Source: an optimization exercise on an open RTL-to-GDS flow (aim: small area and a short achievable clock period). Production flows keep margins and buffers that such runs may drop.
Only simulation tests tie the RTL to the original design; equivalence was not proved.
Power figures rest on the tool's default switching activity, not on a simulated workload.

### design/flow/run.sh
#!/bin/bash
# synth_recipe.tcl (not shown) runs the flow's synth.tcl, then flattens the netlist and writes it again
# the make line also repeats each setting of config.mk as NAME=value (left out here)
make -C /OpenROAD-flow-scripts/flow DESIGN_CONFIG=/design/flow/config.mk WORK_HOME=/design/flow/orfs CLKGATE_MAP_FILE= SYNTH_SCRIPT=/design/flow/synth_recipe.tcl finish
### design/flow/config.mk
export PLATFORM = sky130hd
export DESIGN_NAME = regfile_sb
export DESIGN_NICKNAME = regfile_sb
export VERILOG_FILES = /design/flow/design.v
export SDC_FILE = /design/flow/constraint.sdc
export NUM_CORES = 4
export LEC_CHECK = 0
export CAP_MARGIN = 20
export CORE_MARGIN = 2
export CORE_UTILIZATION = 40
export SLEW_MARGIN = 20
### design/flow/constraint.sdc
create_clock -name core_clock -period 7.5 [get_ports {clk}]
set_input_delay 1.5000 -clock core_clock [delete_from_list [all_inputs] [get_ports {clk}]]
set_output_delay 1.5000 -clock core_clock [all_outputs]
set_load 0.01 [all_outputs]
### design/flow/design.v
package regfile_pkg;
  localparam int DATA_W_DEF = 32;
  localparam int ADDR_W_DEF = 5;
  function automatic int unsigned init_val(int idx, int init_ident, bit zero_reg);
    if (zero_reg && idx == 0) init_val = 0;
    else init_val = (idx < init_ident) ? idx : 0;
  endfunction
endpackage
module sb_tracker #(
  parameter int ADDR_W   = 5,
  parameter bit ZERO_REG = 1'b1
) (
  input  logic                   clk,
  input  logic                   reset,
  input  logic                   iss_en,
  input  logic [ADDR_W-1:0]      iss_addr,
  input  logic                   wr_en,
  input  logic [ADDR_W-1:0]      wr_addr,
  input  logic                   flush,
  output logic [2**ADDR_W-1:0]   pending,
  output logic [ADDR_W:0]        pend_cnt
);
  localparam int DEPTH = 2**ADDR_W;
  localparam int CW    = ADDR_W + 1;
  logic [DEPTH-1:0] pend_q, pend_d;
  logic [CW-1:0]    cnt_q, cnt_d;
  logic             wr_ok, iss_ok;
  assign wr_ok  = wr_en  & ~(ZERO_REG && wr_addr  == '0);
  assign iss_ok = iss_en & ~(ZERO_REG && iss_addr == '0);
  always_comb begin
    pend_d = pend_q;
    if (wr_ok)  pend_d[wr_addr]  = 1'b0;
    if (iss_ok) pend_d[iss_addr] = 1'b1;
    if (flush)  pend_d = '0;
    cnt_d = '0;
    for (int i = 0; i < DEPTH; i++) cnt_d = cnt_d + CW'(pend_d[i]);
  end
  always_ff @(posedge clk or negedge reset) begin
    if (!reset) begin
      pend_q <= '0;
      cnt_q  <= '0;
    end else begin
      pend_q <= pend_d;
      cnt_q  <= cnt_d;
    end
  end
  assign pending  = pend_q;
  assign pend_cnt = cnt_q;
endmodule
module regfile_sb #(
  parameter int DATA_W     = regfile_pkg::DATA_W_DEF,
  parameter int ADDR_W     = regfile_pkg::ADDR_W_DEF,
  parameter int NUM_RD     = 4,
  parameter bit ZERO_REG   = 1'b1,
  parameter int INIT_IDENT = 15
) (
  input  logic                       clk,
  input  logic                       reset,
  input  logic [NUM_RD-1:0]          rd_en,
  input  logic [NUM_RD*ADDR_W-1:0]   rd_addr,
  output logic [NUM_RD*DATA_W-1:0]   rd_data,
  output logic [NUM_RD-1:0]          rd_busy,
  input  logic                       wr_en,
  input  logic [ADDR_W-1:0]          wr_addr,
  input  logic [DATA_W-1:0]          wr_data,
  input  logic                       iss_en,
  input  logic [ADDR_W-1:0]          iss_addr,
  input  logic                       flush,
  output logic [ADDR_W:0]            pend_cnt
);
  localparam int DEPTH = 2**ADDR_W;
  logic [DEPTH-1:0][DATA_W-1:0] mem_q;
  logic [DEPTH-1:0]             pending;
  logic                         wr_ok;
  assign wr_ok = wr_en & ~(ZERO_REG && wr_addr == '0);
  always_ff @(posedge clk or negedge reset) begin
    if (!reset) begin
      for (int i = 0; i < DEPTH; i++) mem_q[i] <= DATA_W'(regfile_pkg::init_val(i, INIT_IDENT, ZERO_REG));
    end else if (wr_ok) begin
      mem_q[wr_addr] <= wr_data;
    end
  end
  sb_tracker #(.ADDR_W(ADDR_W), .ZERO_REG(ZERO_REG)) u_sb (
    .clk      (clk),
    .reset    (reset),
    .iss_en   (iss_en),
    .iss_addr (iss_addr),
    .wr_en    (wr_en),
    .wr_addr  (wr_addr),
    .flush    (flush),
    .pending  (pending),
    .pend_cnt (pend_cnt)
  );
  for (genvar p = 0; p < NUM_RD; p++) begin : g_rd
    logic [ADDR_W-1:0] ra;
    logic              hit;
    logic [DATA_W-1:0] data_q, data_d;
    logic              busy_q, busy_d;
    assign ra  = rd_addr[p*ADDR_W +: ADDR_W];
    assign hit = wr_ok && (wr_addr == ra);
    always_comb begin
      data_d = data_q;
      busy_d = busy_q;
      if (rd_en[p]) begin
        data_d = hit ? wr_data : mem_q[ra];
        busy_d = pending[ra] & ~hit;
      end
    end
    always_ff @(posedge clk or negedge reset) begin
      if (!reset) begin
        data_q <= '0;
        busy_q <= 1'b0;
      end else begin
        data_q <= data_d;
        busy_q <= busy_d;
      end
    end
    assign rd_data[p*DATA_W +: DATA_W] = data_q;
    assign rd_busy[p]                  = busy_q;
  end
endmodule
==> results_tabular.tex <==
\begin{tabular}{lr}
\hline
Metric & Value \\
\hline
\multicolumn{2}{l}{\textbf{Outcome}} \\
\quad Outcome & finished clean \\
\multicolumn{2}{l}{\textbf{Placement}} \\
\quad Count of buffers from port buffering & between 200 and 250 \\
\quad Setup WS pre-CTS & -0.578 ns \\
\quad Half-perimeter wire length after placement & 205000 µm \\
\quad Final Wtd Congestion & 0.917 \\
\multicolumn{2}{l}{\textbf{Yosys}} \\
\quad Mapped Nets & 6097 \\
\quad Warning count from the yosys run & 2 \\
\quad Seq/Total Area, Yosys & 0.373 \\
\quad EDFF count, synth & 0 \\
\quad Post-synth top area cell & dfrtp\_1 \\
\quad Portion of synthesized cell area occupied by the leading cell type & 0.364 \\
\quad Syn Inst Count & 5986 \\
\quad \#FFs+latches synth & 1194 \\
\quad Biggest area contributors in the synthesized netlist & dfrtp\_1 (36\%), mux4\_2 (25\%), mux2\_2 (15\%) \\
\quad Synthesized area per cell & 13.4 µm² \\
\quad Cell variety after synth & 78 \\
\quad Cell area after technology mapping & 80100 µm² \\
\quad Flip-flop cell with the highest count after synthesis & dfrtp\_1 \\
\quad Synth async-reset ratio & 1.00 \\
\multicolumn{2}{l}{\textbf{Clocking}} \\
\quad Number of buffers created by CTS & 143 \\
\quad Cell at the root of the clock tree & clkbuf\_16 \\
\quad Clock-pin transition on the worst setup and hold timing paths & 0.06 ns \\
\quad Hold-fix buffers, CTS & 0 \\
\quad Clock insertion delay at the later pin of the skew report & between 0.8 and 0.9 ns \\
\quad Maximum level of the CTS H-tree & 4 \\
\quad Maximum count of clock buffers along a single path & 3 \\
\quad Clock tree from TritonCTS & done \\
\quad Clock sinks & 1194 \\
\multicolumn{2}{l}{\textbf{Finish}} \\
\quad Area Overhead vs Synth & 12.7\% \\
\quad Seq. cell area & roughly 30000 µm² \\
\quad Filler Cell Count & 18000 \\
\quad End-of-flow core utilization & 0.453 \\
\quad Share of layout cells above drive strength 1 & 0.439 \\
\quad Final \#Nets & 6034 \\
\quad Multi-input gate area & $\sim$48000 µm² \\
\multicolumn{2}{l}{\textbf{Routing}} \\
\quad Overall via count from detail\_route & 62800 \\
\quad Iter 0 DRT Violations & 8347 \\
\quad DRC violation count after routing & 0 \\
\quad Wire length per cell & 40.4 µm \\
\quad Count of TritonRoute iterations in the first routing pass & 7 \\
\quad Detail-routed via count per cell & 7.20 \\
\quad Antenna Nets Post-Route & 0 \\
\quad Total wire length after detailed routing & 352000 µm \\
\multicolumn{2}{l}{\textbf{STA}} \\
\quad Ratio of final minimum period to clock period & 0.958 \\
\quad Hold Fails Final Rpt & 0 \\
\quad Period minus WS final & 7.18 ns \\
\quad Final Setup Violations & 0 \\
\quad RSZ-0062 raised after global routing & false \\
\quad Setup total negative slack & 0 ns \\
\quad Slew HR & 0.164 \\
\quad Slew @ Worst Pin & 1.25 ns \\
\quad Maximum clock frequency & 139 MHz \\
\quad Hold Slack & 0.436 ns \\
\quad Largest clock skew in the final design & around 0.035 ns \\
\quad Number of pins exceeding their max-slew limit in the final report & 0 \\
\quad PnR worst setup slack & 0.316 ns \\
\multicolumn{2}{l}{\textbf{Global routing}} \\
\quad Tot GR Track Use & 0.341 \\
\quad Wire length of the first global-routing pass & 491000 µm \\
\quad Number of antenna violations at the first check in global routing & 26 \\
\quad Remaining Overflow, GRT & 0 \\
\quad Number of global-route vias before repair & 61100 \\
\quad Maximum number of pins on one net before global-route repair & 141 \\
\multicolumn{2}{l}{\textbf{Pwr}} \\
\quad Total power & 0.0244 W \\
\quad Total leakage power & 37.4 nW \\
\quad Power per cell area & around 270 nW/µm² \\
\quad Worst voltage drop across the vdd grid & 276 µV \\
\multicolumn{2}{l}{\textbf{Floorplan}} \\
\quad Die Height & roughly 450 µm \\
\quad Ports placed on the boundary & approximately 210 \\
\quad Number of rows in the core area & 164 \\
\quad Initial Util & 0.402 \\
\quad Die outline area & $\sim$200000 µm² \\
\quad Core box area & 199000 µm² \\
\quad Die X-Extent & 452 µm \\
\multicolumn{2}{l}{\textbf{Setup path}} \\
\quad Reg-to-reg slack, setup & $\sim$2.2 ns \\
\quad Arrival time at the worst endpoint & 7.91 ns \\
\quad Delay of the slowest critical-path stage & 0.55 ns \\
\quad Launching point of the worst reg2reg path & u\_sb.pend\_q[1] \\
\quad Endpoint of the most critical register-to-register path & u\_sb.cnt\_q[4] \\
\quad Worst setup path category & in -> reg \\
\quad Number of cells on the worst reg-to-reg path & 18 \\
\quad Critical-path top delay cell & fa\_1 \\
\quad Most used cell along the critical path & fa\_1 \\
\quad Worst endpoint required time & 8.23 ns \\
\quad Max FO, Critical Path & 4 \\
\quad Critical Path End Type & flop \\
\quad Crit start category & primary input \\
\multicolumn{2}{l}{\textbf{Hold path}} \\
\quad Number of instances on the worst hold path & 0 \\
\quad Worst Hold Endpoint & mem\_q[17] \\
\quad Path type of the worst min-delay path & reg -> reg \\
\quad Worst Min Path Start & mem\_q[17] \\
\multicolumn{2}{l}{\textbf{Job}} \\
\quad Max\_cap viols & 0 \\
\hline
\end{tabular}
[cell usage in the layout, fill, tap and decap left out, drive strengths merged, types with 20 or more instances in the layout]
master         instances
a21o                  26
o21ai                 87
nor2b                 85
mux4                 902
dfstp                 28
nand2b                59
a31oi                 28
fa                    24
clkinv                36
o211ai                28
a211oi                97
a211o                 36
mux2                1093
a21oi                135
a221o                 25
inv                   54
a2bb2oi               29
o22ai                231
nand3                 85
clkdlybuf4s50        166
nand4bb               20
dfrtp               1166
a22oi                 95
buf                  307
nor2                 108
mux2i                368
nand2                282
clkbuf               207
[synth_stat cells, drive strengths merged, types with 16 or more instances]
cell type	n
a211o	36
a211oi	97
a21o	26
a21oi	135
a221o	25
a22oi	95
a2bb2oi	29
a31oi	28
buf	277
clkbuf	407
dfrtp	1166
dfstp	28
fa	24
ha	16
inv	47
mux2	1093
mux2i	368
mux4	902
nand2	282
nand2b	59
nand3	85
nand4	16
nand4bb	20
nor2	108
nor2b	85
o211ai	28
o21ai	87
o221ai	17
o22ai	231
xor2	19
[metrics by stage]
| step | cell area (µm²) | std cells |
|---|---|---|
| 2_1_floorplan | 80200 | 5986 |
| 6_report | 90300 | 8717 |
| 3_5_place_dp | 85300 | 8430 |
| 3_3_place_gp | 85300 | 8428 |
| 4_1_cts | 90200 | 8694 |
| 5_1_grt | 90300 | 8701 |
[what timing repair did]
action                                  CTS  global route
gates resized for setup                   0            14
endpoints found under the setup margin    0             3
buffers inserted                          0             4
[logic make-up (layout without fill, tap and decap cells)]
family	count (synthesis)	count (layout)	synth area share
other	0	19	0
AOI/OAI and AO/OA	897	897	0.0768
and+or+nand+nor	730	730	0.0458
muxes	2363	2363	0.454
xor gates and xnor gates	29	29	0.00317
adders and majority gates	40	40	0.00850
buffers and inverters	733	789	0.0386
DFF	1194	1194	0.373
[where the power goes]
group | switching [W] | leakage (nW) | total (W) | internal, W
sequential | 0.00196 | 15.3 | 0.00999 | 0.00803
combinational | 0.00289 | 19.7 | 0.00709 | 0.00419
clock | 0.00307 | 2.40 | 0.00736 | 0.00429
total | 0.00792 | 37.4 | 0.0244 | 0.0165
[final cells by class]
class                   instances  area share
diodes                         19    0.000526
clock buffers                 207      0.0464
clock inverters                57     0.00762
inverters                      49     0.00206
multi-input cells            4059       0.527
flip-flops and latches       1194       0.331
well taps                    2656      0.0368
repair buffers                476      0.0483
[registers in the layout (all words and copies together) (netlist names)]
signal and flops:
g_rd.busy_q 4, u_sb.cnt_q 6, g_rd.data_q 128, u_sb.pend_q 32, mem_q 1024
[routing by layer]
layer | up-vias | part of all wire | GRT usage
met5 | - | 0.00052 | 0.00280
met4 | 20 | 0.080 | 0.233
met3 | 1325 | 0.13 | 0.114
met2 | 4856 | 0.43 | 0.494
met1 | 33000 | 0.36 | 0.431
li1 | 23600 | - | -
[how the worst max path moves through the flow]
stage | startpoint | to | slack [ns] | cells after the start
floorplan | wr_addr[0] | u_sb.cnt_q[4] | -0.13 | 28
global placement | wr_addr[1] | u_sb.cnt_q[4] | -0.58 | 25
detailed placement | wr_addr[1] | u_sb.cnt_q[4] | -0.58 | 25
CTS | wr_addr[1] | u_sb.cnt_q[4] | 0.22 | 25
global route | iss_addr[1] | u_sb.cnt_q[4] | 0.01 | 26
finish | iss_addr[1] | u_sb.cnt_q[4] | 0.32 | 26
[critical path: cells and delay by family]
kind,cells,cell delay [ns]
adder cells (fa/ha/maj),10,4.05
XOR/XNOR,1,0.12
AND/OR/NAND/NOR,4,0.77
buffers and inverters,8,0.94
AO/OA/AOI/OAI,3,0.50

## afterwards: timing with drivers on the ports
Ports are ideal in the flow. The routed layout listed here was re-timed in OpenROAD.
Step 1 assumes that a clkbuf_16 drives the clock port and a buf_2 every other input.
Step 2 times the ports against the registers' clock, not the clock port: input delays grow and output delays shrink by t, the midpoint of the rising clock arrivals with the driver on.
Three values: ideal ports, drivers, drivers and shift; two values: the first two.
shift t [ns]: 0.894
slack for setup (ns): 0.316 / 0.378 / -0.516
clock arrival spread, ns: 0.039 / 0.038
worst slew at a driven data input, ns: 0.20
cell pins on the clock port's net: 1
Met with ideal ports but missed after step 2: setup timing in this run. The setup slack of this run moves by +0.062 ns with the drivers and by -0.832 ns with both steps.
